This design comes from an exercise in tuning for small area, a short achievable clock period and few clock cycles per item on the open sky130 flow, not from production work. Only simulation tests tie the RTL to the original design; equivalence was not proved.

===== design.v =====
`default_nettype none
package dct_pkg;
    typedef logic signed [7:0]  sample_t;     
    typedef logic signed [15:0] word_t;       
    typedef logic        [8:0]  coeff_t;      
    typedef logic        [2:0]  coeff_sel_t;
    typedef logic        [4:0]  spad_addr_t;  
    typedef logic        [5:0]  step_t;
    typedef logic        [2:0]  bin_t;        
    typedef struct packed {
        logic       wr_from_mul;   
        logic       wr_en;
        logic       wr_out;        
        spad_addr_t wr_addr;
        coeff_sel_t coeff_sel;
        logic       op2_from_mul;
        logic       op1_from_mul;
        logic       neg_op2;
        logic       neg_op1;
        logic       latch_op1;
        logic       rd_spad;       
        spad_addr_t rd_addr;
    } ucode_t;
    typedef struct packed {
        logic  valid;
        bin_t  index;
        word_t data;
    } result_t;
endpackage
`default_nettype wire
`default_nettype none
module loeffler_dct_8 (
    input  wire logic    clock,
    input  wire logic    nreset,
    input  wire dct_pkg::sample_t fetch_data,
    output dct_pkg::bin_t         fetch_addr,
    output dct_pkg::result_t      result,
    output logic         frame_done
);
    localparam int T = 12;           
    localparam int OFF1  = 2;        
    localparam int OFF2M = 7;        
    localparam int OFF2  = 8;        
    localparam int OFF3M = 10;       
    localparam int OFF3  = 11;       
    localparam int OFF4  = 14;       
    localparam int OFFO  = 15;       
    logic [3:0] ph;                  
    logic       run;                 
    wire  [3:0] nph = (nreset || ph == 4'(T - 1)) ? 4'd0 : ph + 4'd1;
    always_ff @(posedge clock) begin
        ph <= nph;
        if (nreset)
            run <= 1'b0;
        else if (ph == 4'(T - 1))
            run <= 1'b1;
    end
    assign frame_done = (ph == 4'(T - 1));
    always_comb begin
        case (ph)
            4'd0:    fetch_addr = 3'd0;
            4'd1:    fetch_addr = 3'd3;
            4'd2:    fetch_addr = 3'd1;
            4'd3:    fetch_addr = 3'd2;
            4'd4:    fetch_addr = 3'd7;
            4'd5:    fetch_addr = 3'd4;
            4'd6:    fetch_addr = 3'd6;
            default: fetch_addr = 3'd5;
        endcase
    end
    localparam logic [3:0] TT  = 4'(T);
    localparam logic [3:0] O1  = 4'(OFF1 % T);
    localparam logic [3:0] O2M = 4'(OFF2M % T);
    localparam logic [3:0] O2  = 4'(OFF2 % T);
    localparam logic [3:0] O3M = 4'(OFF3M % T);
    localparam logic [3:0] O3  = 4'(OFF3 % T);
    localparam logic [3:0] O4  = 4'(OFF4 % T);
    localparam logic [3:0] OO  = 4'(OFFO % T);
    wire [3:0] q1  = (nph >= O1)  ? nph - O1  : nph + (TT - O1);
    wire [3:0] q2m = (nph >= O2M) ? nph - O2M : nph + (TT - O2M);
    wire [3:0] q2  = (nph >= O2)  ? nph - O2  : nph + (TT - O2);
    wire [3:0] q3m = (nph >= O3M) ? nph - O3M : nph + (TT - O3M);
    wire [3:0] q3  = (nph >= O3)  ? nph - O3  : nph + (TT - O3);
    wire [3:0] q4  = (nph >= O4)  ? nph - O4  : nph + (TT - O4);
    wire [3:0] qo  = (ph >= OO)  ? ph - OO  : ph + (TT - OO);
    logic sec1, ga2, gb2, sec2, rsec2, swp2, g91, gr3, sec3, w3ld, w3rd, sec4, id4, m4;
    always_ff @(posedge clock) begin
        sec1  <= (q1[3:2] == 2'b01);             
        ga2   <= (q2m[3:1] == 3'b010);           
        gb2   <= (q2m[3:1] == 3'b011);           
        sec2  <= !q2[3] && q2[0];
        rsec2 <= !q2[3] && q2[2] && q2[0];       
        swp2  <= (q2 == 4'd5);
        g91   <= (q3m == 4'd0) || (q3m == 4'd2);
        gr3   <= (q3m == 4'd1) || (q3m == 4'd3);
        sec3  <= !q3[3] && q3[1];
        w3ld  <= (q3 == 4'd1);
        w3rd  <= (q3 == 4'd3);
        sec4  <= !q4[3] && q4[0];
        id4   <= (q4 == 4'd4) || (q4 == 4'd5);
        m4    <= (q4 == 4'd6) || (q4 == 4'd7);
    end
    logic signed [7:0] xr;
    logic signed [8:0] f1 [4];
    logic signed [8:0] r1;
    wire signed [8:0] fa1 = f1[3];
    wire signed [8:0] a1 = fa1 + xr;
    wire signed [8:0] b1 = fa1 - xr;
    always_ff @(posedge clock) begin
        xr    <= fetch_data;
        f1[3] <= f1[2];
        f1[2] <= f1[1];
        f1[1] <= f1[0];
        f1[0] <= sec1 ? b1 : 9'(xr);
        r1    <= sec1 ? a1 : fa1;
    end
    wire signed [8:0] v2 = r1;
    wire gi2 = !(ga2 || gb2);
    wire signed [17:0] w2v = 18'(v2);
    wire signed [17:0] pa2_full =
          (w2v <<< 8)
        - ((ga2 || gb2) ? w2v : 18'sd0)
        - (ga2 ? (w2v <<< 1) : gb2 ? (w2v <<< 2) : 18'sd0)
        - (ga2 ? (w2v <<< 3) : 18'sd0)
        - (ga2 ? (w2v <<< 5) : 18'sd0);
    wire signed [17:0] pb2_full =
          (gi2 ? (w2v <<< 8) : 18'sd0)
        + (ga2 ? (w2v <<< 7) : 18'sd0)
        + (gb2 ? (w2v <<< 5) : 18'sd0)
        + ((ga2 || gb2) ? (w2v <<< 4) : 18'sd0)
        + (ga2 ? -(w2v <<< 1) : gb2 ? (w2v <<< 1) : 18'sd0);
    logic signed [8:0] pa2, pb2;
    always_ff @(posedge clock) begin
        pa2 <= pa2_full[16:8];
        pb2 <= pb2_full[16:8];
    end
    logic signed [9:0] f2;
    logic signed [8:0] w2;
    logic signed [9:0] r2;
    wire signed [9:0] pb2f = rsec2 ? 10'(w2) : f2;
    wire signed [9:0] a2 = pa2 + pb2f;
    wire signed [9:0] b2 = f2 - pb2;
    always_ff @(posedge clock) begin
        f2 <= sec2 ? (swp2 ? a2 : b2) : 10'(pa2);
        if (!sec2) w2 <= pb2;
        r2 <= sec2 ? (swp2 ? b2 : a2) : f2;
    end
    wire signed [9:0] v3 = r2;
    wire gi3 = !(g91 || gr3);
    wire signed [19:0] w3v = 20'(v3);
    wire signed [19:0] pa3_full =
          (gi3 ? (w3v <<< 8) : (w3v <<< 7))
        + (g91 ? -(w3v <<< 5) : gr3 ? (w3v <<< 4) : 20'sd0)
        - (gi3 ? 20'sd0 : (w3v <<< 2))
        - (gi3 ? 20'sd0 : w3v);
    wire signed [19:0] pb3_full =
          (g91 ? (w3v <<< 7) : (w3v <<< 8))
        + (gr3 ? (w3v <<< 6) : g91 ? -(w3v <<< 5) : 20'sd0)
        + (gr3 ? (w3v <<< 4) : g91 ? -(w3v <<< 2) : 20'sd0)
        - (gr3 ? (w3v <<< 1) : g91 ? w3v : 20'sd0);
    logic signed [9:0]  pa3;
    logic signed [10:0] pb3;
    always_ff @(posedge clock) begin
        pa3 <= pa3_full[17:8];
        pb3 <= pb3_full[18:8];
    end
    logic signed [10:0] f3 [2];
    logic signed [10:0] w3;
    logic signed [10:0] r3;
    wire signed [10:0] fa3 = f3[1];
    wire signed [10:0] pb3f = w3rd ? w3 : fa3;
    wire signed [10:0] a3 = pa3 + pb3f;
    wire signed [10:0] b3 = fa3 - pb3;
    always_ff @(posedge clock) begin
        f3[1] <= f3[0];
        f3[0] <= sec3 ? b3 : 11'(pa3);
        if (w3ld) w3 <= pb3;
        r3 <= sec3 ? a3 : fa3;
    end
    wire signed [10:0] v4 = r3;
    wire signed [19:0] w4v = 20'(v4);
    wire signed [19:0] k362 = (w4v <<< 8) + (w4v <<< 6) + (w4v <<< 5) + (w4v <<< 3) + (w4v <<< 1);
    wire signed [11:0] pa4 = m4 ? 12'(k362[19:8]) : 12'(v4);
    logic signed [11:0] f4;
    logic signed [11:0] r4;
    wire signed [11:0] a4 = f4 + v4;
    wire signed [11:0] b4 = f4 - v4;
    always_ff @(posedge clock) begin
        if (!sec4)
            f4 <= pa4;
        else if (id4)
            f4 <= b4;
        if (!sec4)
            r4 <= f4;
        else if (id4)
            r4 <= a4;
        else
            r4 <= pa4;
    end
    logic       rvalid;
    logic [2:0] ridx;
    always_ff @(posedge clock) begin
        rvalid <= run && !qo[3] && !nreset;
        case (qo[2:0])
            3'd0:    ridx <= 3'd2;
            3'd1:    ridx <= 3'd0;
            3'd2:    ridx <= 3'd6;
            3'd3:    ridx <= 3'd4;
            3'd4:    ridx <= 3'd1;
            3'd5:    ridx <= 3'd7;
            3'd6:    ridx <= 3'd5;
            default: ridx <= 3'd3;
        endcase
    end
    assign result.valid = rvalid;
    assign result.index = ridx;
    assign result.data  = 16'(r4);
endmodule
`default_nettype wire

===== run.sh =====
#!/bin/bash
# synth_recipe.tcl (not shown) runs the flow's synth.tcl, then flattens the netlist and writes it again
# the make line also repeats each setting of config.mk as NAME=value (left out here)
make -C /OpenROAD-flow-scripts/flow DESIGN_CONFIG=/design/flow/config.mk WORK_HOME=/design/flow/orfs CLKGATE_MAP_FILE= SYNTH_SCRIPT=/design/flow/synth_recipe.tcl finish

===== config.mk =====
export PLATFORM = sky130hd
export DESIGN_NAME = loeffler_dct_8
export DESIGN_NICKNAME = loeffler_dct_8
export VERILOG_FILES = /design/flow/design.v
export SDC_FILE = /design/flow/constraint.sdc
export NUM_CORES = 4
export LEC_CHECK = 0
export ABC_CLOCK_PERIOD_IN_PS = 4000
export CAP_MARGIN = 20
export CORE_MARGIN = 2
export CORE_UTILIZATION = 40
export SETUP_SLACK_MARGIN = 4.5
export SLEW_MARGIN = 20

===== constraint.sdc =====
create_clock -name core_clock -period 8.5 [get_ports {clock}]
set_input_delay 1.7000 -clock core_clock [delete_from_list [all_inputs] [get_ports {clock}]]
set_output_delay 1.7000 -clock core_clock [all_outputs]
set_load 0.01 [all_outputs]

==> results of run 1 <==
[layout make-up]
| type | count | share of cell area (%) |
|---|---|---|
| Multi-Input combinational cell | 1391 | 59.51 |
| Sequential cell | 212 | 22.06 |
| Timing Repair Buffer | 150 | 6.083 |
| Inverter | 272 | 4.991 |
| Tap cell | 585 | 3.472 |
| Clock buffer | 33 | 3.258 |
| Clock inverter | 12 | 0.6291 |
[worst register-to-register path, delay by kind of cell (launching register included)]
family	cells	cell delay, ns
AOI/OAI and AO/OA	6	1.10
xor gates and xnor gates	1	0.15
adders and majority gates	4	1.64
buffers and inverters	4	0.47
DFF	1	0.35
and+or+nand+nor	3	0.53
[cell usage after synthesis, types with 31 or more instances]
master and instances:
nor3_1 37, ha_1 199, mux2i_1 42, nor2_1 133, xnor2_1 80, fa_1 126, a21oi_1 103, edfxtp_1 32
clkbuf_1 47, mux2_2 31, dfxtp_1 180, o21ai_0 111, inv_1 271, nand2_1 146
[path summary, 6_finish.rpt]
| path | end | depth (start not counted) | startpoint |
|---|---|---|---|
| setup / recovery | pb2[8] | 18 | r1[2] |
| hold / removal | f1[2][7] | 0 | f1[1][7] |
| setup reg to reg | pb2[8] | 18 | r1[2] |
| hold reg to reg | f1[2][7] | 0 | f1[1][7] |
[cells by family (layout without fill, tap and decap cells)]
family / Yosys count / count (layout)
adder cells (fa/ha/maj): 325 / 325
multiplexers: 73 / 73
flip-flops: 212 / 212
AND/OR/NAND/NOR: 475 / 475
XOR/XNOR: 110 / 110
buffers and inverters: 338 / 467
AO/OA/AOI/OAI: 408 / 408
[metrics by stage]
stage	cell area [um2]	worst slack, ns
after detailed placement	18470	3.853
after CTS	20540	4.241
after global routing	21080	3.968
after global placement	18470	3.913
after floorplan	17640	4.204
final	21080	4.200
[registers in the layout, indices dropped and copies added (netlist names), 10 cells and up]
name,cells
f3,22
w3,11
f4,12
r3,11
r4,12
f2,10
r2,10
pa3,10
pb3,11
f1,36
[layer usage]
metal  vias up  GRT usage, %
met2       270         31.70
met4         0         5.619
li1       6763             -
met3        72         2.618
met5         -             0
met1      6482         22.25
[repair_timing]
action | in CTS | in global routing
pin swaps | 79 | 66
setup buffers | 82 | 28
cloned | 0 | 0
endpoints found under the hold margin | 0 | 0
endpoints found under the setup margin | 48 | 51
resized for setup | 168 | 90
==> metrics.md, run 1 <==
| Metric | Value |
|---|---|
| Status | `finished clean` |
| Synth Instances | `1941` |
| Root Buffer | `clkbuf_16` |
| FILL cells | `3954` |
| CTS tree | `done` |
| Area contributors post-synth | `dfxtp_1, fa_1, ha_1` |
| Synth Area in XOR/XNOR | `5.519%` |
| Non-Filler Instances | `2655` |
| Die area | `0.04533 mm2` |
| Via count | `13590` |
| Grt total ovfl | `0` |
| Slew Limit Fails | `0` |
| Worst skew pair latency | `0.54 ns` |
| Chip height | `212.9 um` |
| Proportion of layout cells with a drive suffix above 1 | `19.18%` |
| Initial antenna violation count | `0` |
| Largest net degree at the start of global routing | `44` |
| Routed WL | `40.23 mm` |
| R2R Setup Slk | `4.20 ns` |
| Nets | `2387` |
| Met3 WL | `1.490 mm` |
| Synth Area in Compound Gates | `14.86%` |
| Finished Core Util | `48.94%` |
| Final period util | `50.59%` |
| Final Hold Viols | `0` |
| Max Root-Sink Buffers | `3` |
| DIE WIDTH | `212.9 um` |
| Worst path cell trace | `nor4_4 > nand2b_1 > buf_6 > o41ai_4 > buf_4 > a21oi_2 > fa_1 > inv_1 > fa_1 > fa_1 > inv_1 > ha_4 > a21o_1 > a31o_2 > a211oi_2 > nor2_2 > o41ai_2 > xnor2_1` |
| MaxCap Viol Count | `0` |
| Adder-cell share of the synthesized area | `28.71%` |
| Most frequent cells in the layout | `inv_1, ha_1, dfxtp_1, nand2_1, nor2_1` |
| Main flop type after synthesis | `dfxtp_1` |
| Footprint of the multi-input gates | `0.01255 mm2` |
| Hold_ws | `0.3200 ns` |
| Crit path capture type | `register` |
| Combinational family with the most area after synthesis | `adder cells` |
| CP max FO | `4` |
| CORE AREA | `0.04308 mm2` |
| Drt drc | `0` |
| Synthesized flop and latch total | `212` |
| Min Tclk post-route | `4.300 ns` |
| Vias in the first global route | `13800` |
| Final Skew | `0.01072 ns` |
| Simple-gate share of the synthesized area | `12.91%` |
| Post-Syn Area per Cell | `8.994 um2` |
| Wl on met1 | `17.49 mm` |
| Clock transition at path regs | `0.06 ns` |
| Max_slew headroom | `42.09%` |
| Port bufs | `33` |
| Io pins | `34` |
| Starting Density | `40.53%` |
| Critical path's slowest cell | `fa_1` |
| Synth area leader | `dfxtp_1` |
| Mux cell area share after synthesis | `4.408%` |
| Crit path max-delay family | `adder cells` |
| Placed Cells incl. Taps | `2500` |
| Area share of the largest cell type after synthesis | `20.64%` |
| EDFF count, synth | `32` |
| Initial DRC count | `594` |
| CP required | `8.97 ns` |
| Fmax | `232.5 MHz` |
| Worst path buffer plus inverter count | `4` |
| P&R area growth vs syn | `20.77%` |
| Final GP Congestion | `0.8949` |
| Yosys cell types | `78` |
| Rows | `76` |
| Ant diodes | `0` |
| HP Class | `register to register` |
| Aggregate global-route resource usage | `17.86%` |
| Metal2 WL | `20.10 mm` |
| CTS Hold Bufs | `0` |
| Final setup viols | `0` |
| Total negative slack | `0 ns` |
| Synth async-reset ratio | `0%` |
| Antenna viol nets, final | `0` |
| Seq/Total Area, Yosys | `26.15%` |
| Most common cell after layout, fill and taps aside | `inv_1` |
| Synthesized area | `0.01746 mm2` |
| Worst-Margin Slew | `0.8596 ns` |
| H-Tree Level Count | `1` |
| Critical Path AT | `4.77 ns` |
| DR top layer | `met4` |
| First-pass GRT wire length | `66.36 mm` |
| Num CTS Buffers | `25` |
| Unrepaired setup endpoints after global routing | `yes` |
| Wire per inst | `15.15 um` |
| Register area | `0.004651 mm2` |
| Vias per cell | `5.118` |
| Setup Crit Path Kind | `register to register` |
| DR pass1 iterations | `5` |
| CP peak stage delay | `0.49 ns` |
| Post-DP HPWL | `29.17 mm` |
| Synthesis warning total | `3` |
| Clk sink count | `212` |
| Critical path launch point type | `register` |
| Most common cell on crit path | `fa_1` |
Testbench counts, summed over its fixed seeds: cycles 4,704, frames 384.
==> inputs of run 2 (changes only) <==
--- a/config.mk
+++ b/config.mk
@@ -5,9 +5,7 @@
 export SDC_FILE = /design/flow/constraint.sdc
 export NUM_CORES = 4
 export LEC_CHECK = 0
-export ABC_CLOCK_PERIOD_IN_PS = 4000
 export CAP_MARGIN = 20
 export CORE_MARGIN = 2
 export CORE_UTILIZATION = 40
-export SETUP_SLACK_MARGIN = 4.5
 export SLEW_MARGIN = 20
==> metrics.md, run 2 <==
| Metric | Value |
|---|---|
| Status | `finished clean` |
| CP required | `8.91 ns (-0.06 ns)` |
| CTS tree | `done` |
| EDFF count, synth | `32 (unchanged)` |
| Min Tclk post-route | `5.234 ns (+0.9331 ns)` |
| Simple-gate share of the synthesized area | `12.91% (unchanged)` |
| Starting Density | `40.53% (unchanged)` |
| Critical Path AT | `5.65 ns (+0.88 ns)` |
| Post-Syn Area per Cell | `8.994 um2 (unchanged)` |
| Design area | `0.01923 mm2 (-8.8%)` |
| Final GP Congestion | `0.8796 (-1.7%)` |
| Hold Startpoint | `f3[0][5]` |
| CP max FO | `34 (+30)` |
| Synthesis warning total | `3 (unchanged)` |
| Area share of the largest cell type after synthesis | `20.64% (unchanged)` |
| Worst path cell trace | `nand2_1 > inv_1 > a21oi_1 > fa_1 > inv_1 > fa_1 > fa_1 > inv_1 > ha_1 > a21o_1 > a31o_2 > a211oi_1 > nor2_1 > o41ai_1 > xnor2_1` |
| Via count | `12960 (-4.6%)` |
| Nets | `2278 (-4.6%)` |
| Commonest cells in the netlist | `inv_1, ha_1, dfxtp_1` |
| Unrepaired setup endpoints after global routing | `no` |
| Root Buffer | `clkbuf_16` |
| Slew Limit Fails | `0 (unchanged)` |
| Worst reg2reg path endpoint | `pb2[8]` |
| Setup Crit Path Kind | `register to register` |
| Finished Core Util | `44.64% (-4.3 points)` |
| Worst skew pair latency | `0.54 ns (about the same)` |
| CP peak stage delay | `1.00 ns (+0.51 ns)` |
| Vias per cell | `5.090 (-0.53%)` |
| Port bufs | `33 (unchanged)` |
| Placed Cells incl. Taps | `2500 (unchanged)` |
| Drt drc | `0 (unchanged)` |
| Hold endpoint | `f3[1][5]` |
| Routed WL | `35.93 mm (-11%)` |
| CTS Hold Bufs | `0 (unchanged)` |
| Final period util | `61.57% (+11 points)` |
| Synth area leader | `dfxtp_1` |
| Total negative slack | `0 ns (unchanged)` |
| Hold path cells | `0 (unchanged)` |
| Post-CTS Resized | `0 (-100%)` |
| DR pass1 iterations | `5 (unchanged)` |
| Vias in the first global route | `12830 (-7.0%)` |
| Synthesized flop and latch total | `212 (unchanged)` |
| CORE AREA | `0.04308 mm2 (unchanged)` |
| Synthesized area | `0.01746 mm2 (unchanged)` |
| Post-DP HPWL | `28.22 mm (-3.3%)` |
| Non-Filler Instances | `2546 (-4.1%)` |
| Critical path's slowest cell | `dfxtp_1` |
| Area contributors post-synth | `dfxtp_1, fa_1, ha_1` |
| Most common cell in the netlist | `inv_1` |
| Wire per inst | `14.11 um (-6.9%)` |
| Most frequent cells in the layout | `inv_1, ha_1, dfxtp_1, nand2_1, nor2_1` |
| Largest registers | `f1 x36, f3 x22` |
| Proportion of layout cells with a drive suffix above 1 | `5.252% (-14 points)` |
| Final Hold Viols | `0 (unchanged)` |
| Max reg flops | `36 (unchanged)` |
| Grt total ovfl | `0 (unchanged)` |
| Synth async-reset ratio | `0% (unchanged)` |
| Ant diodes | `0 (unchanged)` |
| Clk sink count | `212 (unchanged)` |
| Initial antenna violation count | `0 (unchanged)` |
| Aggregate global-route resource usage | `16.37% (-1.5 points)` |
| Adder-cell share of the synthesized area | `28.71% (unchanged)` |
| Clock transition at path regs | `0.06 ns (about the same)` |
| Crit path capture type | `register` |
| Critical path launch point type | `register` |
| DIE WIDTH | `212.9 um (unchanged)` |
| Final Skew | `0.01015 ns (-0.0005717 ns)` |
| HP Class | `register to register` |
| Worst-Margin Slew | `1.026 ns (+0.1667 ns)` |
| Placed instance area | `0.01830 mm2 (-0.92%)` |
| Synth Area in Compound Gates | `14.86% (unchanged)` |
| R2R Setup Slk | `3.27 ns (-0.93 ns)` |
| Fmax | `191.1 MHz (-18%)` |
| P&R area growth vs syn | `10.16%` |
| First-pass GRT wire length | `61.33 mm (-7.6%)` |
| Post-CTS Setup Bufs | `0 (-100%)` |
| Worst r2r path cells | `15 (-3)` |
| Synth Area in XOR/XNOR | `5.519% (unchanged)` |
| Register with the most flip-flops | `f1` |
| MaxCap Viol Count | `0 (unchanged)` |
| Final setup viols | `0 (unchanged)` |
| H-Tree Level Count | `1 (unchanged)` |
| Mux cell area share after synthesis | `4.408% (unchanged)` |
| Initial DRC count | `681 (+15%)` |
| Combinational family with the most area after synthesis | `adder cells` |
| Rows | `76 (unchanged)` |
| Largest net degree at the start of global routing | `44 (unchanged)` |
| Die area | `0.04533 mm2 (unchanged)` |
| Max Root-Sink Buffers | `3 (unchanged)` |
| FF-to-FF Start | `ga2` |
| Io pins | `34 (unchanged)` |
| Seq/Total Area, Yosys | `26.15% (unchanged)` |
| Antenna viol nets, final | `0 (unchanged)` |
| Max_slew headroom | `31.49% (-11 points)` |
| Most common cell after layout, fill and taps aside | `inv_1` |
| Main flop type after synthesis | `dfxtp_1` |
| Num CTS Buffers | `26 (+4.0%)` |
| Yosys cell types | `78 (unchanged)` |
| Synth Instances | `1941 (unchanged)` |
| Chip height | `212.9 um (unchanged)` |
run 2: changes by cell type in the layout (fill, tap and decap cells not counted), sizes merged:
| cell | change |
|---|---|
| buf | -110 |
| bufinv | +4 |
| clkinvlp | -4 |
| clkbuf | -2 |
| clkinv | +2 |
| inv | +1 |
run 2: per-stage QoR:
step           setup slack [ns]  hold WS, ns
2_1_floorplan             3.937       0.3096
6_report                  3.266       0.3238
4_1_cts                   3.253       0.3249
3_3_place_gp              3.386       0.3097
5_1_grt                   2.838       0.3291
3_5_place_dp              3.280       0.3138
run 2: area by class of cell:
type                       instances  area [um2]
tap                              585       732.0
multi-input combinational       1391       11600
inverter                         272        1021
fill                            4134       23850
clock buffer                      31       679.4
sequential                       212        4564
timing repair buffer              40       382.9
clock inverter                    15       246.5
run 2: cells by family (layout without fill, tap and decap cells):
| logic type | count (synthesis) | after routing |
|---|---|---|
| xor+xnor | 110 | 110 |
| mux | 73 | 73 |
| compound gates | 408 | 408 |
| fa+ha+maj | 325 | 325 |
| flops | 212 | 212 |
| buf+inv | 338 | 358 |
| simple gates | 475 | 475 |
run 2: how the worst max path moves through the flow:
| stage | start | to | slack [ns] | cells after the start |
|---|---|---|---|---|
| final | ga2 | pb2[8] | 3.27 | 15 |
| after detailed placement | ga2 | pb2[8] | 3.28 | 15 |
| after global routing | ga2 | pb2[8] | 2.84 | 15 |
| after global placement | ga2 | pb2[8] | 3.39 | 15 |
| after floorplan | r1[2] | pb2[8] | 3.94 | 16 |
| after CTS | ga2 | pb2[8] | 3.25 | 15 |
run 2: metal layers:
metal  share of wire (%)  vias to the layer above  GRT usage, %
li1                    -                     6543             -
met1                  46                     6184         21.67
met2                  49                      193         28.72
met3                 3.5                       40         2.133
met4                 1.4                        0         3.038
met5                   0                        -             0
run 2: worst max-delay path, delay by kind of cell, from the launching register on:
| family | cells | cell delay (ns) |
|---|---|---|
| AND/OR/NAND/NOR | 2 | 0.59 |
| XOR/XNOR | 1 | 0.13 |
| AO/OA/AOI/OAI | 5 | 1.06 |
| buffers and inverters | 3 | 0.47 |
| flip-flops | 1 | 1.00 |
| adder cells (fa/ha/maj) | 4 | 1.86 |
==> inputs of run 3 (changes only) <==
--- a/design.v
+++ b/design.v
@@ -119,16 +119,15 @@
     wire signed [17:0] w2v = 18'(v2);
     wire signed [17:0] pa2_full =
           (w2v <<< 8)
-        - ((ga2 || gb2) ? w2v : 18'sd0)
-        - (ga2 ? (w2v <<< 1) : gb2 ? (w2v <<< 2) : 18'sd0)
-        - (ga2 ? (w2v <<< 3) : 18'sd0)
-        - (ga2 ? (w2v <<< 5) : 18'sd0);
+        - (ga2 ? (w2v <<< 5) : 18'sd0)
+        - (ga2 ? (w2v <<< 3) : gb2 ? (w2v <<< 2) : 18'sd0)
+        - (ga2 ? (w2v <<< 1) : 18'sd0)
+        - (gi2 ? 18'sd0 : w2v);
     wire signed [17:0] pb2_full =
-          (gi2 ? (w2v <<< 8) : 18'sd0)
-        + (ga2 ? (w2v <<< 7) : 18'sd0)
-        + (gb2 ? (w2v <<< 5) : 18'sd0)
-        + ((ga2 || gb2) ? (w2v <<< 4) : 18'sd0)
-        + (ga2 ? -(w2v <<< 1) : gb2 ? (w2v <<< 1) : 18'sd0);
+          (gi2 ? (w2v <<< 8) : ga2 ? (w2v <<< 7) : (w2v <<< 5))
+        + (ga2 ? (w2v <<< 3) : gb2 ? (w2v <<< 4) : 18'sd0)
+        + (ga2 ? (w2v <<< 2) : 18'sd0)
+        + (gi2 ? 18'sd0 : (w2v <<< 1));
     logic signed [8:0] pa2, pb2;
     always_ff @(posedge clock) begin
         pa2 <= pa2_full[16:8];
@@ -148,16 +147,19 @@
     wire signed [9:0] v3 = r2;
     wire gi3 = !(g91 || gr3);
     wire signed [19:0] w3v = 20'(v3);
+    wire signed [19:0] c91 = g91 ? 20'sd2 : 20'sd0;
     wire signed [19:0] pa3_full =
           (gi3 ? (w3v <<< 8) : (w3v <<< 7))
-        + (g91 ? -(w3v <<< 5) : gr3 ? (w3v <<< 4) : 20'sd0)
+        + (g91 ? ~(w3v <<< 5) : gr3 ? (w3v <<< 4) : 20'sd0)
         - (gi3 ? 20'sd0 : (w3v <<< 2))
-        - (gi3 ? 20'sd0 : w3v);
+        - (gi3 ? 20'sd0 : w3v)
+        + (g91 ? 20'sd1 : 20'sd0);
     wire signed [19:0] pb3_full =
           (g91 ? (w3v <<< 7) : (w3v <<< 8))
-        + (gr3 ? (w3v <<< 6) : g91 ? -(w3v <<< 5) : 20'sd0)
-        + (gr3 ? (w3v <<< 4) : g91 ? -(w3v <<< 2) : 20'sd0)
-        - (gr3 ? (w3v <<< 1) : g91 ? w3v : 20'sd0);
+        + (gr3 ? (w3v <<< 6) : g91 ? ~(w3v <<< 5) : 20'sd0)
+        + (gr3 ? (w3v <<< 4) : g91 ? ~(w3v <<< 2) : 20'sd0)
+        - (gr3 ? (w3v <<< 1) : g91 ? w3v : 20'sd0)
+        + c91;
     logic signed [9:0]  pa3;
     logic signed [10:0] pb3;
     always_ff @(posedge clock) begin
--- a/config.mk
+++ b/config.mk
@@ -5,7 +5,9 @@
 export SDC_FILE = /design/flow/constraint.sdc
 export NUM_CORES = 4
 export LEC_CHECK = 0
+export ABC_CLOCK_PERIOD_IN_PS = 3000
 export CAP_MARGIN = 20
 export CORE_MARGIN = 2
 export CORE_UTILIZATION = 40
+export SETUP_SLACK_MARGIN = 5.0
 export SLEW_MARGIN = 20
==> metrics.md, run 3 <==
| Metric | Value |
|---|---|
| Status | `finished clean` |
| H-Tree Level Count | `1 (unchanged)` |
| Antenna viol nets, final | `0 (unchanged)` |
| Via count | `13400 (+3.4%)` |
| Final period util | `49.18% (-12 points)` |
| Proportion of layout cells with a drive suffix above 1 | `24.35% (+19 points)` |
| Setup Crit Path Kind | `register to register` |
| Post-Syn Area per Cell | `9.105 um2 (+1.2%)` |
| Wire per inst | `15.46 um (+9.6%)` |
| MaxCap Viol Count | `0 (unchanged)` |
| Grt total ovfl | `0 (unchanged)` |
| Initial DRC count | `719 (+5.6%)` |
| First-pass GRT wire length | `67.17 mm (+9.5%)` |
| Post-DP HPWL | `29.29 mm (+3.8%)` |
| Final Skew | `0.01912 ns (+0.008970 ns)` |
| Initial antenna violation count | `0 (unchanged)` |
| Critical Path AT | `4.46 ns (-1.19 ns)` |
| Max_slew headroom | `31.78% (+0.29 points)` |
| Most common cell in the netlist | `inv_1` |
| Main flop type after synthesis | `dfxtp_1` |
| Final setup viols | `0 (unchanged)` |
| Final GP Congestion | `0.9030 (+2.7%)` |
| Aggregate global-route resource usage | `18.27% (+1.9 points)` |
| Max reg flops | `36 (unchanged)` |
| Largest registers | `f1 x36, f3 x22` |
| Largest net degree at the start of global routing | `40 (-9.1%)` |
| Drt drc | `0 (unchanged)` |
| Area contributors post-synth | `dfxtp_1, ha_1, fa_1` |
| Chip height | `212.0 um (-0.42%)` |
| Synth async-reset ratio | `0% (unchanged)` |
| Commonest cells in the netlist | `inv_1, ha_1, dfxtp_1` |
| Io pins | `34 (unchanged)` |
| Area share of the largest cell type after synthesis | `20.82% (+0.18 points)` |
| Clk sink count | `212 (unchanged)` |
| CP max FO | `4 (-88%)` |
| Most common cell after layout, fill and taps aside | `inv_1` |
| Nets | `2369 (+4.0%)` |
| Most frequent cells in the layout | `inv_1, ha_1, dfxtp_1, nand2_1, nor2_1` |
| Starting Density | `40.36% (-0.16 points)` |
| Crit path capture type | `register` |
| Max Root-Sink Buffers | `3 (unchanged)` |
| Synthesized flop and latch total | `212 (unchanged)` |
| Critical path launch point type | `register` |
| Seq/Total Area, Yosys | `26.37% (+0.22 points)` |
| Synth Instances | `1901 (-2.1%)` |
| P&R area growth vs syn | `24.30%` |
| CP required | `8.78 ns (-0.13 ns)` |
| Unrepaired setup endpoints after global routing | `yes` |
| DIE WIDTH | `212.0 um (-0.42%)` |
| Final Hold Viols | `0 (unchanged)` |
| Clock transition at path regs | `0.06 ns (about the same)` |
| CTS tree | `done` |
| Min Tclk post-route | `4.180 ns (-1.053 ns)` |
| FILL cells | `3832 (-7.3%)` |
| Slew Limit Fails | `0 (unchanged)` |
| Vias in the first global route | `13600 (+6.0%)` |
| DR pass1 iterations | `5 (unchanged)` |
| Ant diodes | `0 (unchanged)` |
| Num CTS Buffers | `24 (-7.7%)` |
| Rows | `76 (unchanged)` |
| Finished Core Util | `50.17% (+5.5 points)` |
| Synthesized area | `0.01731 mm2 (-0.85%)` |
| Routed WL | `40.72 mm (+13%)` |
| EDFF count, synth | `32 (unchanged)` |
| Port bufs | `33 (unchanged)` |
| Synthesis warning total | `3 (unchanged)` |
| Worst skew pair latency | `0.55 ns (about the same)` |
| Synth area leader | `dfxtp_1` |
| Fmax | `239.2 MHz (+25%)` |
| CORE AREA | `0.04289 mm2 (-0.44%)` |
| HP Class | `register to register` |
| Vias per cell | `5.089 (about the same)` |
| Die area | `0.04495 mm2 (-0.83%)` |
| Yosys cell types | `87 (+12%)` |
| Hold_ws | `0.3180 ns (-0.005745 ns)` |
| Root Buffer | `clkbuf_16` |
| Total negative slack | `0 ns (unchanged)` |
| Register with the most flip-flops | `f1` |
| Worst-Margin Slew | `1.022 ns (-0.004351 ns)` |
==> run 3: cell count changes in the layout (fill, tap and decap cells not counted), moves of 21 or more <==
cell     previous run  this run
and2_1             25         4
buf_6               0        26
inv_1             271       217
nor3_1             37        16
o21ai_0           111        59
buf_4               7        98
dfxtp_1           180       152
ha_4                0        33
a21oi_2             2        27
ha_1              199       176
inv_2               1        28
==> run 3: logic make-up after synthesis <==
logic type,after synthesis,synth area share (%)
xor+xnor,101,5.111
compound gates,383,14.79
fa+ha+maj,327,28.63
flops,212,26.37
simple gates,472,12.97
mux,80,4.901
other cells,1,0.02166
buf+inv,325,7.214
==> run 3: worst paths after layout <==
path / from / slack (ns) / depth (start not counted) / end
max reg2reg: r3[2] / 4.32 / 15 / f4[11]
max: r3[2] / 4.32 / 15 / f4[11]
min: f3[0][9] / 0.32 / 0 / f3[1][9]
min reg2reg: f3[0][9] / 0.32 / 0 / f3[1][9]
==> run 3: timing repair <==
item	CTS	global route
endpoints found under the setup margin	72	63
buffers inserted	93	32
hold buffers	0	0
cloned	5	0
pin swaps	100	86
endpoints found under the hold margin	0	0
gates resized for setup	202	96
==> run 3: worst max-delay path, stage by stage, from the launching register on <==
cell and delay, ns:
dfxtp_4 0.37, inv_6 0.04, fa_1 0.55, inv_2 0.04, fa_1 0.52, inv_2 0.04, fa_1 0.49, inv_2 0.05
ha_4 0.25, o21a_1 0.14, o211ai_1 0.09, a31o_2 0.23, and2_4 0.17, o31ai_4 0.23, mux2_4 0.32, or4_1 0.38
==> run 3: per-layer routing <==
metal | routed length, um | global-route usage (%)
met1 | 17940 | 22.76
met2 | 20160 | 32.69
met3 | 1461 | 2.570
met4 | 1166 | 5.440
met5 | 0 | 0
==> run 3: final cells by class <==
cell class                      instances  area (um2)  area share (%)
Tap cell                              585       732.0           3.402
Sequential cell                       212        4639           21.56
Clock buffer                           38       703.2           3.268
Clock inverter                          5       37.54          0.1745
Timing Repair Buffer                  167        1560           7.252
Multi-Input combinational cell       1368       12820           59.59
Inverter                              259        1022           4.751
==> run 3: stage by stage <==
step / area, um2 / setup WS, ns / instances
after CTS: 20940 / 4.325 / 2602
after detailed placement: 18650 / 4.060 / 2461
after global routing: 21510 / 4.170 / 2634
after global placement: 18650 / 4.127 / 2461
final: 21510 / 4.320 / 2634
after floorplan: 17910 / 4.405 / 1902
Testbench counts of run 3, summed over its fixed seeds: cycles 4,704, frames 384.
==> inputs of run 4 (changes only) <==
--- a/config.mk
+++ b/config.mk
@@ -5,9 +5,9 @@
 export SDC_FILE = /design/flow/constraint.sdc
 export NUM_CORES = 4
 export LEC_CHECK = 0
-export ABC_CLOCK_PERIOD_IN_PS = 3000
+export ABC_CLOCK_PERIOD_IN_PS = 4000
 export CAP_MARGIN = 20
 export CORE_MARGIN = 2
 export CORE_UTILIZATION = 40
-export SETUP_SLACK_MARGIN = 5.0
+export SETUP_SLACK_MARGIN = 4.5
 export SLEW_MARGIN = 20
==> metrics.md, run 4 <==
| Metric | Value |
|---|---|
| Fmax | `235.1 MHz (-1.7%)` |
| Final period util | `50.04% (+0.86 points)` |
| Worst path buffer plus inverter count | `2 (-2)` |
| MaxCap Viol Count | `0 (unchanged)` |
| Chip height | `212.0 um (unchanged)` |
| Starting Density | `40.36% (unchanged)` |
| Most common cell in the netlist | `inv_1` |
| Hold_ws | `0.3168 ns (-0.001243 ns)` |
| Max reg flops | `36 (unchanged)` |
| Status | `finished clean` |
| Post-Syn Area per Cell | `9.105 um2 (unchanged)` |
| Synth async-reset ratio | `0% (unchanged)` |
| Aggregate global-route resource usage | `17.32% (-0.95 points)` |
| Slew Limit Fails | `0 (unchanged)` |
| Initial antenna violation count | `0 (unchanged)` |
| Die area | `0.04495 mm2 (unchanged)` |
| Crit path max-delay family | `adder cells` |
| Crit path capture type | `register` |
| Initial DRC count | `777 (+8.1%)` |
| Area share of the largest cell type after synthesis | `20.82% (unchanged)` |
| Synth Instances | `1901 (unchanged)` |
| EDFF count, synth | `32 (unchanged)` |
| Final setup viols | `0 (unchanged)` |
| Unrepaired setup endpoints after global routing | `yes` |
| Vias per cell | `5.123 (+0.67%)` |
| Drt drc | `0 (unchanged)` |
| Min Tclk post-route | `4.254 ns (+0.07311 ns)` |
| Routed WL | `39.01 mm (-4.2%)` |
| Max Root-Sink Buffers | `3 (unchanged)` |
| Worst path cell trace | `inv_6 > fa_1 > inv_1 > fa_1 > fa_1 > ha_4 > a21o_1 > a21oi_4 > a31o_2 > and2_4 > o31ai_4 > mux2_4 > or4_1` |
| Critical Path AT | `4.52 ns (+0.06 ns)` |
| CORE AREA | `0.04289 mm2 (unchanged)` |
| Largest registers | `f1 x36, f3 x22` |
| Max_slew headroom | `34.05% (+2.3 points)` |
| Clk sink count | `212 (unchanged)` |
| CP peak stage delay | `0.54 ns (about the same)` |
| Seq/Total Area, Yosys | `26.37% (unchanged)` |
| Setup Crit Path Kind | `register to register` |
| Most common cell after layout, fill and taps aside | `inv_1` |
| HP Class | `register to register` |
| H-Tree Level Count | `1 (unchanged)` |
| CP required | `8.76 ns (-0.02 ns)` |
| Post-DP HPWL | `29.00 mm (-0.98%)` |
| Yosys cell types | `87 (unchanged)` |
| Nets | `2310 (-2.5%)` |
| FILL cells | `3986 (+4.0%)` |
| Num CTS Buffers | `25 (+4.2%)` |
| DR pass1 iterations | `5 (unchanged)` |
| P&R area growth vs syn | `17.31%` |
| Vias in the first global route | `13350 (-1.8%)` |
| Root Buffer | `clkbuf_16` |
| Synthesis warning total | `3 (unchanged)` |
| Wire per inst | `15.15 um (-2.0%)` |
| Final GP Congestion | `0.9187 (+1.7%)` |
| Critical path's slowest cell | `fa_1` |
| Total negative slack | `0 ns (unchanged)` |
| Clock transition at path regs | `0.06 ns (about the same)` |
| Area contributors post-synth | `dfxtp_1, ha_1, fa_1` |
| Final Skew | `0.01436 ns (-0.004766 ns)` |
| Ant diodes | `0 (unchanged)` |
| Critical path launch point type | `register` |
| Synthesized area | `0.01731 mm2 (unchanged)` |
| Worst skew pair latency | `0.54 ns (about the same)` |
| Commonest cells in the netlist | `inv_1, ha_1, dfxtp_1` |
| Main flop type after synthesis | `dfxtp_1` |
| Worst-Margin Slew | `0.9892 ns (-0.03269 ns)` |
| Synthesized flop and latch total | `212 (unchanged)` |
| CP max FO | `4 (unchanged)` |
| Register with the most flip-flops | `f1` |
| Synth area leader | `dfxtp_1` |
| Most frequent cells in the layout | `inv_1, ha_1, dfxtp_1, nand2_1, nor2_1` |
| Proportion of layout cells with a drive suffix above 1 | `16.32% (-8.0 points)` |
| Antenna viol nets, final | `0 (unchanged)` |
| Footprint of the multi-input gates | `0.01215 mm2 (-5.3%)` |
| Grt total ovfl | `0 (unchanged)` |
| Via count | `13200 (-1.5%)` |
| Port bufs | `33 (unchanged)` |
| Most common cell on crit path | `fa_1` |
| First-pass GRT wire length | `64.54 mm (-3.9%)` |
| CTS tree | `done` |
| Final Hold Viols | `0 (unchanged)` |
| Register area | `0.004633 mm2 (-0.13%)` |
| Io pins | `34 (unchanged)` |
| Largest net degree at the start of global routing | `40 (unchanged)` |
| Rows | `76 (unchanged)` |
| CTS Hold Bufs | `0 (unchanged)` |
| DIE WIDTH | `212.0 um (unchanged)` |
## run 4: layout make-up
| class | instances | share of cell area [%] |
|---|---|---|
| Multi-Input combinational cell | 1366 | 59.82 |
| Clock inverter | 7 | 0.2095 |
| Tap cell | 585 | 3.605 |
| Clock buffer | 38 | 3.630 |
| Sequential cell | 212 | 22.82 |
| Inverter | 259 | 4.967 |
| Timing Repair Buffer | 109 | 4.954 |
## run 4: cells by family after synthesis
kind of cell	share of synthesized area, %
other	0.02166
DFF	26.37
and+or+nand+nor	12.97
xor gates and xnor gates	5.111
AOI/OAI and AO/OA	14.79
adders and majority gates	28.63
muxes	4.901
buffers and inverters	7.214
## run 4: path summary, 6_finish.rpt
path / to / start / slack (ns) / cells past startpoint
max reg2reg: f4[11] / r3[2] / 4.25 / 13
min: f1[2][6] / f1[1][6] / 0.32 / 0
max: f4[11] / r3[2] / 4.25 / 13
min reg2reg: f1[2][6] / f1[1][6] / 0.32 / 0
## run 4: per-stage QoR
stage | setup WS [ns] | cell area (um2) | instances | util, %
after CTS | 4.242 | 19440 | 2527 | 45.33
after detailed placement | 3.535 | 18230 | 2461 | 42.50
after floorplan | 4.405 | 17390 | 1902 | -
after global placement | 3.638 | 18230 | 2461 | 42.50
final | 4.247 | 20300 | 2576 | 47.35
after global routing | 4.120 | 20300 | 2576 | 47.35
## run 4: per-layer routing
metal	routed length, um	global-route usage, %	vias to the layer above
li1	-	-	6563
met1	17260	21.79	6359
met2	19610	30.88	212
met3	1287	2.290	63
met4	860	5.027	0
met5	0	0	-
## run 4: worst register-to-register path, stage by stage (launching register included)
cell	delay, ns
dfxtp_4	0.39
inv_6	0.05
fa_1	0.54
inv_1	0.06
fa_1	0.47
fa_1	0.52
ha_4	0.31
a21o_1	0.18
a21oi_4	0.09
a31o_2	0.27
and2_4	0.17
o31ai_4	0.21
mux2_4	0.32
or4_1	0.41
## run 4: what timing repair did
action                                  4_1_cts  5_1_grt
endpoints found under the setup margin       50       45
pin swaps                                     7       51
gates resized for setup                      70      116
setup buffers                                20       47
endpoints found under the hold margin         0        0
gates cloned                                  1        2
==> inputs of run 5 (changes only) <==
--- a/design.v
+++ b/design.v
@@ -37,14 +37,13 @@
     output dct_pkg::result_t      result,
     output logic         frame_done
 );
-    localparam int T = 12;           
-    localparam int OFF1  = 2;        
-    localparam int OFF2M = 7;        
-    localparam int OFF2  = 8;        
-    localparam int OFF3M = 10;       
-    localparam int OFF3  = 11;       
-    localparam int OFF4  = 14;       
-    localparam int OFFO  = 15;       
+    localparam int T = 11;           
+    localparam int OFF1  = 1;        
+    localparam int OFF2  = 6;        
+    localparam int OFF3M = 8;        
+    localparam int OFF3  = 9;        
+    localparam int OFF4  = 12;       
+    localparam int OFFO  = 13;       
     logic [3:0] ph;                  
     logic       run;                 
     wire  [3:0] nph = (nreset || ph == 4'(T - 1)) ? 4'd0 : ph + 4'd1;
@@ -70,26 +69,23 @@
     end
     localparam logic [3:0] TT  = 4'(T);
     localparam logic [3:0] O1  = 4'(OFF1 % T);
-    localparam logic [3:0] O2M = 4'(OFF2M % T);
     localparam logic [3:0] O2  = 4'(OFF2 % T);
     localparam logic [3:0] O3M = 4'(OFF3M % T);
     localparam logic [3:0] O3  = 4'(OFF3 % T);
     localparam logic [3:0] O4  = 4'(OFF4 % T);
     localparam logic [3:0] OO  = 4'(OFFO % T);
     wire [3:0] q1  = (nph >= O1)  ? nph - O1  : nph + (TT - O1);
-    wire [3:0] q2m = (nph >= O2M) ? nph - O2M : nph + (TT - O2M);
     wire [3:0] q2  = (nph >= O2)  ? nph - O2  : nph + (TT - O2);
     wire [3:0] q3m = (nph >= O3M) ? nph - O3M : nph + (TT - O3M);
     wire [3:0] q3  = (nph >= O3)  ? nph - O3  : nph + (TT - O3);
     wire [3:0] q4  = (nph >= O4)  ? nph - O4  : nph + (TT - O4);
     wire [3:0] qo  = (ph >= OO)  ? ph - OO  : ph + (TT - OO);
-    logic sec1, ga2, gb2, sec2, rsec2, swp2, g91, gr3, sec3, w3ld, w3rd, sec4, id4, m4;
+    logic sec1, ga2, gb2, sec2, swp2, g91, gr3, sec3, w3ld, w3rd, sec4, id4, m4;
     always_ff @(posedge clock) begin
         sec1  <= (q1[3:2] == 2'b01);             
-        ga2   <= (q2m[3:1] == 3'b010);           
-        gb2   <= (q2m[3:1] == 3'b011);           
+        ga2   <= (q2[3:1] == 3'b010);            
+        gb2   <= (q2[3:1] == 3'b011);            
         sec2  <= !q2[3] && q2[0];
-        rsec2 <= !q2[3] && q2[2] && q2[0];       
         swp2  <= (q2 == 4'd5);
         g91   <= (q3m == 4'd0) || (q3m == 4'd2);
         gr3   <= (q3m == 4'd1) || (q3m == 4'd3);
@@ -100,14 +96,13 @@
         id4   <= (q4 == 4'd4) || (q4 == 4'd5);
         m4    <= (q4 == 4'd6) || (q4 == 4'd7);
     end
-    logic signed [7:0] xr;
+    wire  signed [7:0] xr = fetch_data;
     logic signed [8:0] f1 [4];
     logic signed [8:0] r1;
     wire signed [8:0] fa1 = f1[3];
     wire signed [8:0] a1 = fa1 + xr;
     wire signed [8:0] b1 = fa1 - xr;
     always_ff @(posedge clock) begin
-        xr    <= fetch_data;
         f1[3] <= f1[2];
         f1[2] <= f1[1];
         f1[1] <= f1[0];
@@ -116,32 +111,29 @@
     end
     wire signed [8:0] v2 = r1;
     wire gi2 = !(ga2 || gb2);
-    wire signed [17:0] w2v = 18'(v2);
-    wire signed [17:0] pa2_full =
+    logic signed [9:0] f2;
+    logic signed [9:0] w2;
+    logic signed [9:0] r2;
+    wire signed [18:0] w2v = 19'(v2);
+    wire signed [18:0] a2_full =
           (w2v <<< 8)
-        - (ga2 ? (w2v <<< 5) : 18'sd0)
-        - (ga2 ? (w2v <<< 3) : gb2 ? (w2v <<< 2) : 18'sd0)
-        - (ga2 ? (w2v <<< 1) : 18'sd0)
-        - (gi2 ? 18'sd0 : w2v);
-    wire signed [17:0] pb2_full =
-          (gi2 ? (w2v <<< 8) : ga2 ? (w2v <<< 7) : (w2v <<< 5))
-        + (ga2 ? (w2v <<< 3) : gb2 ? (w2v <<< 4) : 18'sd0)
-        + (ga2 ? (w2v <<< 2) : 18'sd0)
-        + (gi2 ? 18'sd0 : (w2v <<< 1));
-    logic signed [8:0] pa2, pb2;
-    always_ff @(posedge clock) begin
-        pa2 <= pa2_full[16:8];
-        pb2 <= pb2_full[16:8];
-    end
-    logic signed [9:0] f2;
-    logic signed [8:0] w2;
-    logic signed [9:0] r2;
-    wire signed [9:0] pb2f = rsec2 ? 10'(w2) : f2;
-    wire signed [9:0] a2 = pa2 + pb2f;
-    wire signed [9:0] b2 = f2 - pb2;
-    always_ff @(posedge clock) begin
-        f2 <= sec2 ? (swp2 ? a2 : b2) : 10'(pa2);
-        if (!sec2) w2 <= pb2;
+        - (ga2 ? (w2v <<< 5) : 19'sd0)
+        - (ga2 ? (w2v <<< 3) : gb2 ? (w2v <<< 2) : 19'sd0)
+        - (ga2 ? (w2v <<< 1) : 19'sd0)
+        - (gi2 ? 19'sd0 : w2v)
+        - (sec2 ? (19'(w2) <<< 8) : 19'sd0);
+    wire signed [18:0] b2_full =
+          (sec2 ? (19'(f2) <<< 8) : 19'sd0)
+        - (gi2 ? (w2v <<< 8) : ga2 ? (w2v <<< 7) : (w2v <<< 5))
+        - (ga2 ? (w2v <<< 3) : gb2 ? (w2v <<< 4) : 19'sd0)
+        - (ga2 ? (w2v <<< 2) : 19'sd0)
+        - (gi2 ? 19'sd0 : (w2v <<< 1))
+        + 19'sd255;
+    wire signed [9:0] a2 = a2_full[17:8];
+    wire signed [9:0] b2 = b2_full[17:8];
+    always_ff @(posedge clock) begin
+        f2 <= (sec2 && !swp2) ? b2 : a2;
+        if (!sec2) w2 <= b2;
         r2 <= sec2 ? (swp2 ? b2 : a2) : f2;
     end
     wire signed [9:0] v3 = r2;
--- a/config.mk
+++ b/config.mk
@@ -5,9 +5,9 @@
 export SDC_FILE = /design/flow/constraint.sdc
 export NUM_CORES = 4
 export LEC_CHECK = 0
-export ABC_CLOCK_PERIOD_IN_PS = 4000
+export ABC_CLOCK_PERIOD_IN_PS = 3000
 export CAP_MARGIN = 20
 export CORE_MARGIN = 2
 export CORE_UTILIZATION = 40
-export SETUP_SLACK_MARGIN = 4.5
+export SETUP_SLACK_MARGIN = 5.0
 export SLEW_MARGIN = 20
==> metrics.md, run 5 <==
| Metric | Value |
|---|---|
| Worst-Margin Slew | `0.8612 ns (-0.1280 ns)` |
| Final period util | `52.93% (+2.9 points)` |
| Synthesized area | `0.01655 mm2 (-4.4%)` |
| Slew Limit Fails | `0 (unchanged)` |
| Final Skew | `0.01803 ns (+0.003670 ns)` |
| Synth area leader | `dfxtp_1` |
| EDFF count, synth | `33 (+3.1%)` |
| Max_slew headroom | `42.50% (+8.5 points)` |
| Vias in the first global route | `12410 (-7.0%)` |
| Post-Syn Area per Cell | `9.167 um2 (+0.68%)` |
| Yosys cell types | `81 (-6.9%)` |
| Min Tclk post-route | `4.499 ns (+0.2455 ns)` |
| Die area | `0.04301 mm2 (-4.3%)` |
| Io pins | `34 (unchanged)` |
| Chip height | `207.4 um (-2.2%)` |
| Placed instance area | `0.01777 mm2 (-2.5%)` |
| Root Buffer | `clkbuf_16` |
| Num CTS Buffers | `17 (-32%)` |
| Most frequent cells in the layout | `inv_1, ha_1, fa_1, dfxtp_1, nand2_1` |
| Total negative slack | `0 ns (unchanged)` |
| Synth Instances | `1805 (-5.0%)` |
| Synth async-reset ratio | `0% (unchanged)` |
| Nets | `2261 (-2.1%)` |
| Largest net degree at the start of global routing | `40 (unchanged)` |
| Seq/Total Area, Yosys | `24.50% (-1.9 points)` |
| Initial DRC count | `543 (-30%)` |
| Worst skew pair latency | `0.49 ns (-0.05 ns)` |
| First-pass GRT wire length | `61.68 mm (-4.4%)` |
| Area share of the largest cell type after synthesis | `18.51% (-2.3 points)` |
| Setup Crit Path Kind | `register to register` |
| Crit path capture type | `register` |
| Routed WL | `37.67 mm (-3.4%)` |
| CTS tree | `done` |
| Synthesized flop and latch total | `186 (-12%)` |
| Design area | `0.02014 mm2 (-0.79%)` |
| Via count | `12220 (-7.4%)` |
| Antenna viol nets, final | `0 (unchanged)` |
| Post-DP HPWL | `28.12 mm (-3.0%)` |
| Drt drc | `0 (unchanged)` |
| Max Root-Sink Buffers | `2 (-1)` |
| Final Hold Viols | `0 (unchanged)` |
| Ant diodes | `0 (unchanged)` |
| Rows | `74 (-2.6%)` |
| Proportion of layout cells with a drive suffix above 1 | `23.23% (+6.9 points)` |
| CP max FO | `6 (+2)` |
| Synthesis warning total | `3 (unchanged)` |
| Area contributors post-synth | `dfxtp_1, fa_1, ha_1` |
| Starting Density | `40.53% (+0.16 points)` |
| Initial antenna violation count | `0 (unchanged)` |
| Most common cell after layout, fill and taps aside | `inv_1` |
| Fmax | `222.3 MHz (-5.5%)` |
| Clock transition at path regs | `0.08 ns (+0.02 ns)` |
| DIE WIDTH | `207.4 um (-2.2%)` |
| H-Tree Level Count | `4 (+3)` |
| Max reg flops | `36 (unchanged)` |
| Aggregate global-route resource usage | `17.80% (+0.48 points)` |
| Largest registers | `f1 x36, f3 x22` |
| Main flop type after synthesis | `dfxtp_1` |
| Port bufs | `33 (unchanged)` |
| Register with the most flip-flops | `f1` |
| Status | `finished clean` |
| Critical path launch point type | `register` |
| DR pass1 iterations | `5 (unchanged)` |
| Most common cell in the netlist | `inv_1` |
| P&R area growth vs syn | `21.73%` |
| CP required | `8.90 ns (+0.14 ns)` |
| Wire per inst | `15.39 um (+1.6%)` |
| MaxCap Viol Count | `0 (unchanged)` |
| Final GP Congestion | `0.8581 (-6.6%)` |
| Final setup viols | `0 (unchanged)` |
| CORE AREA | `0.04083 mm2 (-4.8%)` |
| Clk sink count | `186 (-12%)` |
| HP Class | `register to register` |
| Vias per cell | `4.992 (-2.6%)` |
| Commonest cells in the netlist | `inv_1, ha_1, dfxtp_1` |
| Unrepaired setup endpoints after global routing | `yes` |
| Critical Path AT | `4.90 ns (+0.38 ns)` |
| Grt total ovfl | `0 (unchanged)` |
-- run 5: cell families after synthesis --
group                      synth area share (%)
AOI/OAI and AO/OA                         11.88
xor gates and xnor gates                  5.444
adders and majority gates                 32.85
buffers and inverters                     8.227
DFF                                       24.50
muxes                                     5.036
other                                   0.02266
and+or+nand+nor                           12.05
-- run 5: final timing paths --
check                           startpoint       end  slack, ns  cells after the start
worst max-delay path                   ga2     r2[9]       4.00                     19
worst min-delay path              f3[0][7]  f3[1][7]       0.32                      0
worst max register to register         ga2     r2[9]       4.00                     19
worst min register to register    f3[0][7]  f3[1][7]       0.32                      0
-- run 5: timing repair --
action	4_1_cts	5_1_grt
buffers inserted	57	35
pin swaps	81	69
setup endpoints to repair	87	78
gates cloned	1	1
hold buffers	0	0
resized for setup	169	127
-- run 5: critical path, cell delays in order (launching register included) --
cell     delay (ns)
dfxtp_4        0.40
buf_8          0.14
nor2b_4        0.06
and2_4         0.16
or2_4          0.24
fa_1           0.50
inv_1          0.05
fa_1           0.49
inv_2          0.04
fa_1           0.55
inv_2          0.05
ha_4           0.21
and2_4         0.14
o21ai_4        0.16
a31oi_4        0.13
o21a_4         0.26
o41ai_4        0.29
xnor2_1        0.14
or2_1          0.24
a31oi_1        0.15
-- run 5: area by class of cell --
type                    instances  area (um2)
clock buffers                  18       429.2
clock inverters                14       125.1
fillers                      3702       20690
inverters                     300        1177
multi-input cells            1268       12460
flip-flops and latches        186        4130
well taps                     532       665.6
repair buffers                130        1156
-- run 5: through the flow --
stage                     std cells  worst slack [ns]  utilization [%]  hold WS [ns]
after floorplan                1805             4.107                -        0.3096
after global placement         2322             3.676            43.53        0.3097
after detailed placement       2322             3.570            43.53        0.3132
after CTS                      2412             4.101            47.35        0.3278
after global routing           2448             3.850            49.33        0.3279
final                          2448             4.001            49.33        0.3183
-- run 5: metal layers --
layer | track usage (%) | vias to the layer above | part of all wire (%)
li1 | - | 6115 | -
met1 | 23.82 | 5880 | 47
met2 | 29.43 | 179 | 48
met3 | 3.056 | 46 | 3.3
met4 | 5.394 | 0 | 1.9
met5 | 0 | - | 0
Testbench counts of run 5, summed over its fixed seeds: cycles 4,312, frames 384.
==> inputs of run 6 (changes only) <==
==> config.mk (replaced) <==
export PLATFORM = sky130hd
export DESIGN_NAME = loeffler_dct_8
export DESIGN_NICKNAME = loeffler_dct_8
export VERILOG_FILES = /design/flow/design.v
export SDC_FILE = /design/flow/constraint.sdc
export NUM_CORES = 4
export LEC_CHECK = 0
export ABC_CLOCK_PERIOD_IN_PS = 4000
export CAP_MARGIN = 20
export CORE_MARGIN = 2
export CORE_UTILIZATION = 55
export SETUP_SLACK_MARGIN = 4.5
export SLEW_MARGIN = 20
==> metrics.md, run 6 <==
| Metric | Value |
|---|---|
| Ant diodes | `0 (unchanged)` |
| Most common cell after layout, fill and taps aside | `inv_1` |
| CP max FO | `6 (unchanged)` |
| Status | `finished clean` |
| Vias per cell | `5.334 (+6.9%)` |
| Commonest cells in the netlist | `inv_1, ha_1, dfxtp_1` |
| Max_slew headroom | `36.52% (-6.0 points)` |
| Placed Cells incl. Taps | `2179 (-6.2%)` |
| Synthesized area | `0.01655 mm2 (unchanged)` |
| Io pins | `34 (unchanged)` |
| Root Buffer | `clkbuf_16` |
| Pre-CTS setup slack | `3.540 ns (-0.02948 ns)` |
| Wire per inst | `16.35 um (+6.3%)` |
| Chip height | `177.5 um (-14%)` |
| Rows | `63 (-15%)` |
| Worst-Margin Slew | `0.9509 ns (+0.08967 ns)` |
| CP peak stage delay | `0.50 ns (-0.05 ns)` |
| Non-Filler Instances | `2267 (-7.4%)` |
| Critical Path AT | `4.83 ns (-0.07 ns)` |
| Synthesis warning total | `3 (unchanged)` |
| CORE AREA | `0.02964 mm2 (-27%)` |
| Slew Limit Fails | `0 (unchanged)` |
| Aggregate global-route resource usage | `24.57% (+6.8 points)` |
| Worst path cell trace | `buf_8 > nor2b_4 > and2_4 > or2_4 > fa_1 > inv_1 > fa_1 > inv_1 > fa_1 > inv_2 > ha_4 > and2_1 > o21ai_2 > a31oi_2 > o21a_2 > o21a_1 > o21a_1 > or3_1 > a21oi_2` |
| Largest net degree at the start of global routing | `40 (unchanged)` |
| Max Root-Sink Buffers | `2 (unchanged)` |
| Post-Syn Area per Cell | `9.167 um2 (unchanged)` |
| Largest registers | `f1 x36, f3 x22` |
| Final period util | `52.20% (-0.73 points)` |
| Routed WL | `37.08 mm (-1.6%)` |
| Min Tclk post-route | `4.437 ns (-0.06197 ns)` |
| Register with the most flip-flops | `f1` |
| Fmax | `225.4 MHz (+1.4%)` |
| Setup Crit Path Kind | `register to register` |
| Nets | `2222 (-1.7%)` |
| HP Class | `register to register` |
| Clk sink count | `186 (unchanged)` |
| Synth async-reset ratio | `0% (unchanged)` |
| Critical path launch point type | `register` |
| Max reg flops | `36 (unchanged)` |
| Final setup viols | `0 (unchanged)` |
| Die area | `0.03149 mm2 (-27%)` |
| MaxCap Viol Count | `0 (unchanged)` |
| Grt total ovfl | `0 (unchanged)` |
| Final Skew | `0.01106 ns (-0.006967 ns)` |
| Drt drc | `0 (unchanged)` |
| Post-DP HPWL | `28.40 mm (+0.99%)` |
| Yosys cell types | `81 (unchanged)` |
| Seq/Total Area, Yosys | `24.50% (unchanged)` |
| P&R area growth vs syn | `15.47%` |
| Most frequent cells in the layout | `inv_1, ha_1, fa_1, dfxtp_1, nand2_1` |
| Critical path's slowest cell | `fa_1` |
| Final worst slack | `4.063 ns (+0.06197 ns)` |
| Starting Density | `55.83% (+15 points)` |
| CTS Hold Bufs | `0 (unchanged)` |
| EDFF count, synth | `33 (unchanged)` |
| Unrepaired setup endpoints after global routing | `yes` |
| DIE WIDTH | `177.5 um (-14%)` |
| Antenna viol nets, final | `0 (unchanged)` |
| Num CTS Buffers | `17 (unchanged)` |
| DR pass1 iterations | `5 (unchanged)` |
| Final GP Congestion | `0.8523 (-0.68%)` |
| Area contributors post-synth | `dfxtp_1, fa_1, ha_1` |
| Final Hold Viols | `0 (unchanged)` |
| Synthesized flop and latch total | `186 (unchanged)` |
| Via count | `12090 (-1.0%)` |
| Total negative slack | `0 ns (unchanged)` |
| Synth area leader | `dfxtp_1` |
| Synth Instances | `1805 (unchanged)` |
| Proportion of layout cells with a drive suffix above 1 | `15.93% (-7.3 points)` |
| Hold_ws | `0.3265 ns (+0.008238 ns)` |
| H-Tree Level Count | `4 (unchanged)` |
| Port bufs | `33 (unchanged)` |
| First-pass GRT wire length | `60.74 mm (-1.5%)` |
| Worst skew pair latency | `0.45 ns (-0.04 ns)` |
| CTS tree | `done` |
| Initial antenna violation count | `1 (+1)` |
| Vias in the first global route | `12070 (-2.7%)` |
| Crit path max-delay family | `adder cells` |
| Initial DRC count | `622 (+15%)` |
| Clock transition at path regs | `0.08 ns (about the same)` |
| Crit path capture type | `register` |
| Worst path buffer plus inverter count | `4 (unchanged)` |
| CP required | `8.89 ns (about the same)` |
| Area share of the largest cell type after synthesis | `18.51% (unchanged)` |
| Most common cell in the netlist | `inv_1` |
| Main flop type after synthesis | `dfxtp_1` |
| Most common cell on crit path | `fa_1` |
## run 6: final timing paths
check	from	to	slack (ns)	depth (start not counted)
max reg2reg	ga2	r2[8]	4.06	19
min	f1[1][2]	f1[2][2]	0.33	0
max	ga2	r2[8]	4.06	19
min reg2reg	f1[1][2]	f1[2][2]	0.33	0
## run 6: cell families (layout without fill, tap and decap cells)
kind of cell / after synthesis / count (layout) / share of synthesized area [%]
AOI/OAI and AO/OA: 312 / 312 / 11.88
xor gates and xnor gates: 102 / 102 / 5.444
adders and majority gates: 348 / 348 / 32.85
buffers and inverters: 353 / 424 / 8.227
DFF: 186 / 186 / 24.50
muxes: 79 / 79 / 5.036
other: 1 / 1 / 0.02266
and+or+nand+nor: 424 / 425 / 12.05
## run 6: timing repair
| item | CTS | global route |
|---|---|---|
| gates resized for setup | 100 | 64 |
| pin swaps | 66 | 36 |
| cloned | 1 | 0 |
| endpoints found under the setup margin | 58 | 56 |
| setup buffers | 35 | 20 |
## run 6: per-layer routing
layer	global-route usage, %	vias up	share of wire [%]
li1	-	6013	-
met1	33.42	5826	47
met2	40.21	216	48
met3	3.663	36	3.3
met4	8.026	2	2.0
met5	0	-	0.035
## run 6: stage by stage
stage / utilization [%] / cell area (um2)
CTS: 63.04 / 18680
global placement: 58.98 / 17480
finish: 64.47 / 19110
global route: 64.47 / 19110
floorplan: - / 16910
detailed placement: 58.98 / 17480
## run 6: final cells by class
| type | count | area (um2) |
|---|---|---|
| repair buffers | 92 | 840.8 |
| fillers | 2522 | 10530 |
| inverters | 300 | 1159 |
| well taps | 390 | 488.0 |
| multi-input cells | 1267 | 11940 |
| flip-flops and latches | 186 | 4101 |
| clock buffers | 21 | 450.4 |
| clock inverters | 11 | 132.6 |
## run 6: worst register-to-register path, cell delays in order, from the launching register on
cell,delay [ns]
dfxtp_4,0.39
buf_8,0.14
nor2b_4,0.07
and2_4,0.16
or2_4,0.25
fa_1,0.48
inv_1,0.05
fa_1,0.47
inv_1,0.05
fa_1,0.50
inv_2,0.05
ha_4,0.23
and2_1,0.14
o21ai_2,0.15
a31oi_2,0.12
o21a_2,0.25
o21a_1,0.20
o21a_1,0.19
or3_1,0.36
a21oi_2,0.13

-- re-timing with driven ports --
Ports are ideal in the flow. The routed layouts listed here were re-timed in OpenROAD. Step 1, drivers: a clkbuf_16 drives clock and a buf_2 each remaining input, both assumed. Step 2 times the ports against the registers' clock, not the clock port: input delays grow and output delays shrink by t, the midpoint of the rising clock arrivals with the driver on. a / b / c = no drivers / after step 1 / after step 2; a / b = the first two.
| run | t, ns | setup slack, ns | slew at the worst register clock pin (ns) | worst data-port slew with drivers (ns) | cell pins on the clock port's net |
|---|---|---|---|---|---|
| run 1 | 0.587 | 4.200 / 4.200 / 4.187 | 0.07 / 0.07 | 0.03 | 1 |
| run 2 | 0.586 | 3.266 / 3.266 / 3.266 | 0.06 / 0.06 | 0.03 | 1 |
| run 3 | 0.593 | 4.320 / 4.320 / 4.320 | 0.06 / 0.06 | 0.04 | 1 |
| run 4 | 0.583 | 4.247 / 4.247 / 4.247 | 0.06 / 0.06 | 0.03 | 1 |
| run 5 | 0.530 | 4.001 / 4.001 / 4.001 | 0.08 / 0.08 | 0.03 | 1 |
| run 6 | 0.500 | 4.063 / 4.063 / 4.063 | 0.08 / 0.08 | 0.03 | 1 |
After both steps every run listed still meets setup and hold. For run 1, which loses most, drivers alone change the setup slack by 0.000 ns; drivers and shift together by -0.013 ns.
